Background: an optimization exercise with open tools, aiming at small area and a short achievable clock period. Do not read the settings as production practice.
In this exercise RTL edits were held to simulation tests only and were not proved equivalent to the original.
No activity file was given, so power comes from the tool's default toggle rates.

==> flow/design.v <==
package rs_pkg;
    typedef logic [6-1:0] preg_t;
    typedef logic [32-1:0] data_t;
    typedef logic [7-1:0] rob_idx_t;
    typedef logic [4-1:0] alu_op_t;
    typedef logic [$clog2(8)-1:0] rs_idx_t;
    typedef logic [8-1:0]         rs_mask_t;
    typedef logic [$clog2(8+1)-1:0] rs_count_t;
endpackage
`timescale 1ns/1ps
module rs_alloc (
    input  rs_pkg::rs_mask_t free_mask,
    output rs_pkg::rs_mask_t alloc_oh
);
    always_comb begin
        for (int i = 0; i < 8; i++) begin
            alloc_oh[i] = free_mask[i];
            for (int j = 0; j < i; j++) alloc_oh[i] = alloc_oh[i] & ~free_mask[j];
        end
    end
endmodule
`timescale 1ns/1ps
module rs_select (
    input  rs_pkg::rs_mask_t                         ready_mask,
    input  logic [8-1:0][8-1:0]  older,
    output rs_pkg::rs_mask_t                         sel_oh
);
    always_comb begin
        for (int i = 0; i < 8; i++) begin
            sel_oh[i] = ready_mask[i];
            for (int j = 0; j < 8; j++)
                if (j != i) sel_oh[i] = sel_oh[i] & ~(ready_mask[j] & older[j][i]);
        end
    end
endmodule
`timescale 1ns/1ps
module rs_entry_file (
    input  logic               clk,
    input  logic               rst,
    input  logic               flush,
    input  logic               dispatch_valid,
    input  rs_pkg::preg_t      dispatch_prs1,
    input  rs_pkg::preg_t      dispatch_prs2,
    input  rs_pkg::preg_t      dispatch_prd,
    input  rs_pkg::data_t      dispatch_src1_value,
    input  rs_pkg::data_t      dispatch_src2_value,
    input  logic               dispatch_src1_ready,
    input  logic               dispatch_src2_ready,
    input  rs_pkg::alu_op_t    dispatch_op,
    input  rs_pkg::rob_idx_t   dispatch_rob_idx,
    input  logic               cdb_valid,
    input  rs_pkg::preg_t      cdb_tag,
    input  rs_pkg::data_t      cdb_data,
    input  logic               issue_ack,
    output logic               issue_valid,
    output rs_pkg::preg_t      issue_prd,
    output rs_pkg::data_t      issue_src1,
    output rs_pkg::data_t      issue_src2,
    output rs_pkg::alu_op_t    issue_op,
    output rs_pkg::rob_idx_t   issue_rob_idx,
    output rs_pkg::rs_count_t  free_count,
    output logic               full,
    output logic               empty
);
    localparam int N = 8;
    localparam int T = 6;
    rs_pkg::rs_mask_t valid;
    rs_pkg::rs_mask_t issued;                   
    rs_pkg::rs_mask_t sel;                      
    logic             sel_any;
    logic [N-1:0][6-1:0] prd;
    logic [N-1:0][32-1:0] src1_val;
    logic [N-1:0][32-1:0] src2_val;
    rs_pkg::rs_mask_t                src1_rdy;
    rs_pkg::rs_mask_t                src2_rdy;
    logic [N-1:0][4-1:0]   op;
    logic [N-1:0][7-1:0]  rob_idx;
    logic [N-1:0][N-1:0] older;
    rs_pkg::rs_mask_t alloc_oh;
    rs_pkg::rs_mask_t we;                       
    rs_pkg::rs_mask_t wake1, wake2, release_m;
    rs_pkg::rs_mask_t older_disp;               
    rs_pkg::rs_mask_t next_ready;
    rs_pkg::rs_mask_t next_sel;
    logic [N-1:0][N-1:0] next_older;
    logic             clr;
    logic             d_hit1, d_hit2, d_rdy1, d_rdy2;
    rs_pkg::data_t    d_val1, d_val2;
    rs_alloc u_alloc (
        .free_mask (~valid),
        .alloc_oh  (alloc_oh)
    );
    assign clr = rst | flush;
    assign we  = dispatch_valid ? alloc_oh : '0;
    assign d_hit1 = cdb_valid && dispatch_prs1 == cdb_tag;
    assign d_hit2 = cdb_valid && dispatch_prs2 == cdb_tag;
    assign d_rdy1 = dispatch_src1_ready | d_hit1;
    assign d_rdy2 = dispatch_src2_ready | d_hit2;
    assign d_val1[32-1:T] = dispatch_src1_ready ? dispatch_src1_value[32-1:T] : cdb_data[32-1:T];
    assign d_val2[32-1:T] = dispatch_src2_ready ? dispatch_src2_value[32-1:T] : cdb_data[32-1:T];
    assign d_val1[T-1:0] = dispatch_src1_ready ? dispatch_src1_value[T-1:0] : d_hit1 ? cdb_data[T-1:0] : dispatch_prs1;
    assign d_val2[T-1:0] = dispatch_src2_ready ? dispatch_src2_value[T-1:0] : d_hit2 ? cdb_data[T-1:0] : dispatch_prs2;
    always_comb begin
        for (int i = 0; i < N; i++) begin
            wake1[i]      = cdb_valid && !src1_rdy[i] && src1_val[i][T-1:0] == cdb_tag;
            wake2[i]      = cdb_valid && !src2_rdy[i] && src2_val[i][T-1:0] == cdb_tag;
            release_m[i]  = cdb_valid && issued[i] && prd[i] == cdb_tag;
            older_disp[i] = dispatch_rob_idx < rob_idx[i];
            next_ready[i] = !clr && ((valid[i] && !issued[i] && !(issue_ack && sel[i]) &&
                                      (src1_rdy[i] || wake1[i]) && (src2_rdy[i] || wake2[i])) ||
                                     (we[i] && d_rdy1 && d_rdy2));
        end
        for (int i = 0; i < N; i++) begin
            for (int j = 0; j < N; j++) begin
                if (i < j)      next_older[i][j] = we[i] ? older_disp[j] : we[j] ? !older_disp[i] : older[i][j];
                else if (i > j) next_older[i][j] = !next_older[j][i];
                else            next_older[i][j] = 1'b0;
            end
        end
    end
    rs_select u_select (
        .ready_mask (next_ready),
        .older      (next_older),
        .sel_oh     (next_sel)
    );
    assign issue_valid = sel_any;
    always_comb begin
        issue_prd     = '0;
        issue_src1    = '0;
        issue_src2    = '0;
        issue_op      = '0;
        issue_rob_idx = '0;
        for (int i = 0; i < N; i++) begin
            issue_prd     = issue_prd     | (prd[i]      & {6{sel[i]}});
            issue_src1    = issue_src1    | (src1_val[i] & {32{sel[i]}});
            issue_src2    = issue_src2    | (src2_val[i] & {32{sel[i]}});
            issue_op      = issue_op      | (op[i]       & {4{sel[i]}});
            issue_rob_idx = issue_rob_idx | (rob_idx[i]  & {7{sel[i]}});
        end
    end
    rs_pkg::rs_mask_t  next_valid;
    rs_pkg::rs_count_t next_free;
    assign next_valid = clr ? '0 : (valid & ~release_m) | we;
    always_comb begin
        next_free = '0;
        for (int i = 0; i < N; i++) next_free = next_free + rs_pkg::rs_count_t'(!next_valid[i]);
    end
    always_ff @(posedge clk) begin
        free_count <= next_free;
        full       <= &next_valid;
        empty      <= ~|next_valid;
        valid      <= next_valid;
        if (clr) begin
            issued  <= '0;
            sel     <= '0;
            sel_any <= 1'b0;
        end else begin
            issued  <= (issued & ~release_m) | (issue_ack ? sel : '0);
            sel     <= next_sel;
            sel_any <= |next_ready;
        end
    end
    always_ff @(posedge clk) begin
        for (int i = 0; i < N; i++) begin
            if (we[i]) begin
                prd[i]      <= dispatch_prd;
                op[i]       <= dispatch_op;
                rob_idx[i]  <= dispatch_rob_idx;
                src1_val[i] <= d_val1;
                src2_val[i] <= d_val2;
                src1_rdy[i] <= d_rdy1;
                src2_rdy[i] <= d_rdy2;
            end else begin
                if (wake1[i]) begin
                    src1_val[i] <= cdb_data;
                    src1_rdy[i] <= 1'b1;
                end
                if (wake2[i]) begin
                    src2_val[i] <= cdb_data;
                    src2_rdy[i] <= 1'b1;
                end
            end
            for (int j = i + 1; j < N; j++) older[i][j] <= next_older[i][j];
        end
    end
endmodule
`timescale 1ns/1ps
module rs_top (
    input  logic               clk,
    input  logic               rst,
    input  logic               flush,
    input  logic               dispatch_valid,
    input  rs_pkg::preg_t      dispatch_prs1,
    input  rs_pkg::preg_t      dispatch_prs2,
    input  rs_pkg::preg_t      dispatch_prd,
    input  rs_pkg::data_t      dispatch_src1_value,
    input  rs_pkg::data_t      dispatch_src2_value,
    input  logic               dispatch_src1_ready,
    input  logic               dispatch_src2_ready,
    input  rs_pkg::alu_op_t    dispatch_op,
    input  rs_pkg::rob_idx_t   dispatch_rob_idx,
    input  logic               cdb_valid,
    input  rs_pkg::preg_t      cdb_tag,
    input  rs_pkg::data_t      cdb_data,
    input  logic               issue_ack,
    output logic               issue_valid,
    output rs_pkg::preg_t      issue_prd,
    output rs_pkg::data_t      issue_src1,
    output rs_pkg::data_t      issue_src2,
    output rs_pkg::alu_op_t    issue_op,
    output rs_pkg::rob_idx_t   issue_rob_idx,
    output rs_pkg::rs_count_t  free_count,
    output logic               full,
    output logic               empty
);
    rs_entry_file u_entries (
        .clk                 (clk),
        .rst                 (rst),
        .flush               (flush),
        .dispatch_valid      (dispatch_valid),
        .dispatch_prs1       (dispatch_prs1),
        .dispatch_prs2       (dispatch_prs2),
        .dispatch_prd        (dispatch_prd),
        .dispatch_src1_value (dispatch_src1_value),
        .dispatch_src2_value (dispatch_src2_value),
        .dispatch_src1_ready (dispatch_src1_ready),
        .dispatch_src2_ready (dispatch_src2_ready),
        .dispatch_op         (dispatch_op),
        .dispatch_rob_idx    (dispatch_rob_idx),
        .cdb_valid           (cdb_valid),
        .cdb_tag             (cdb_tag),
        .cdb_data            (cdb_data),
        .issue_ack           (issue_ack),
        .issue_valid         (issue_valid),
        .issue_prd           (issue_prd),
        .issue_src1          (issue_src1),
        .issue_src2          (issue_src2),
        .issue_op            (issue_op),
        .issue_rob_idx       (issue_rob_idx),
        .free_count          (free_count),
        .full                (full),
        .empty               (empty)
    );
endmodule
clock: 19.0 ns
lec_check: 0
cap_margin: 20
core_margin: 2
core_utilization: 40
slew_margin: 20
run.sh (not shown) runs the stock make flow with config.mk's settings and CLKGATE_MAP_FILE= SYNTH_SCRIPT=/design/flow/synth_recipe.tcl, a recipe that flattens the netlist after the stock synthesis.
Next try:
==> flow/flow/run.sh (new file) <==
#!/bin/bash
# Standard ORFS layout, with port buffers as plain buffers and timing repair aimed below the period.
set -euo pipefail
export BUFFER_PORTS_ARGS="-buffer_cell sky130_fd_sc_hd__buf_2"
export SETUP_SLACK_MARGIN=14
bash standard.sh > standard_flow.log 2>&1
==> flow/standard.sh (new file) <==
#!/bin/bash
# synth_recipe.tcl (not shown) runs the flow's synth.tcl, then flattens the netlist and writes it again
# the make line also repeats each setting of config.mk as NAME=value (left out here)
make -C /OpenROAD-flow-scripts/flow DESIGN_CONFIG=/design/flow/config.mk WORK_HOME=/design/flow/orfs CLKGATE_MAP_FILE= SYNTH_SCRIPT=/design/flow/synth_recipe.tcl "${@:-finish}"
removed: flow/run.sh
Result: Sequential power stays flat. Total power rose by 4.7%. Critical path depth is higher by 1.

[what the ideal ports hide]
How much do the figures lean on ideal ports? The routed layouts below were timed once more, with nothing changed but the port constraints.
Step 1 (the two cells are an assumption about what drives the block):
set clk [get_ports {clk}]
set_driving_cell -lib_cell sky130_fd_sc_hd__clkbuf_16 $clk
set_driving_cell -lib_cell sky130_fd_sc_hd__buf_2 [delete_from_list [all_inputs] $clk]
Step 2 also shifts input and output timing later by t, the mid clock arrival at the registers, as if the neighbouring blocks saw the same clock.
Slacks: ideal / step 1 / step 2; pairs: ideal / step 1.
run	t (ns)	setup WS [ns]	worst setup path at the end
the first run	0.694	11.164 / 11.131 / 10.438	input to register
the second run	0.712	12.883 / 12.801 / 12.088	input to register
After both steps setup and hold are still met in every run listed. The setup slack of the second run, which loses most, moves by -0.082 ns with the drivers and by -0.795 ns with both steps.
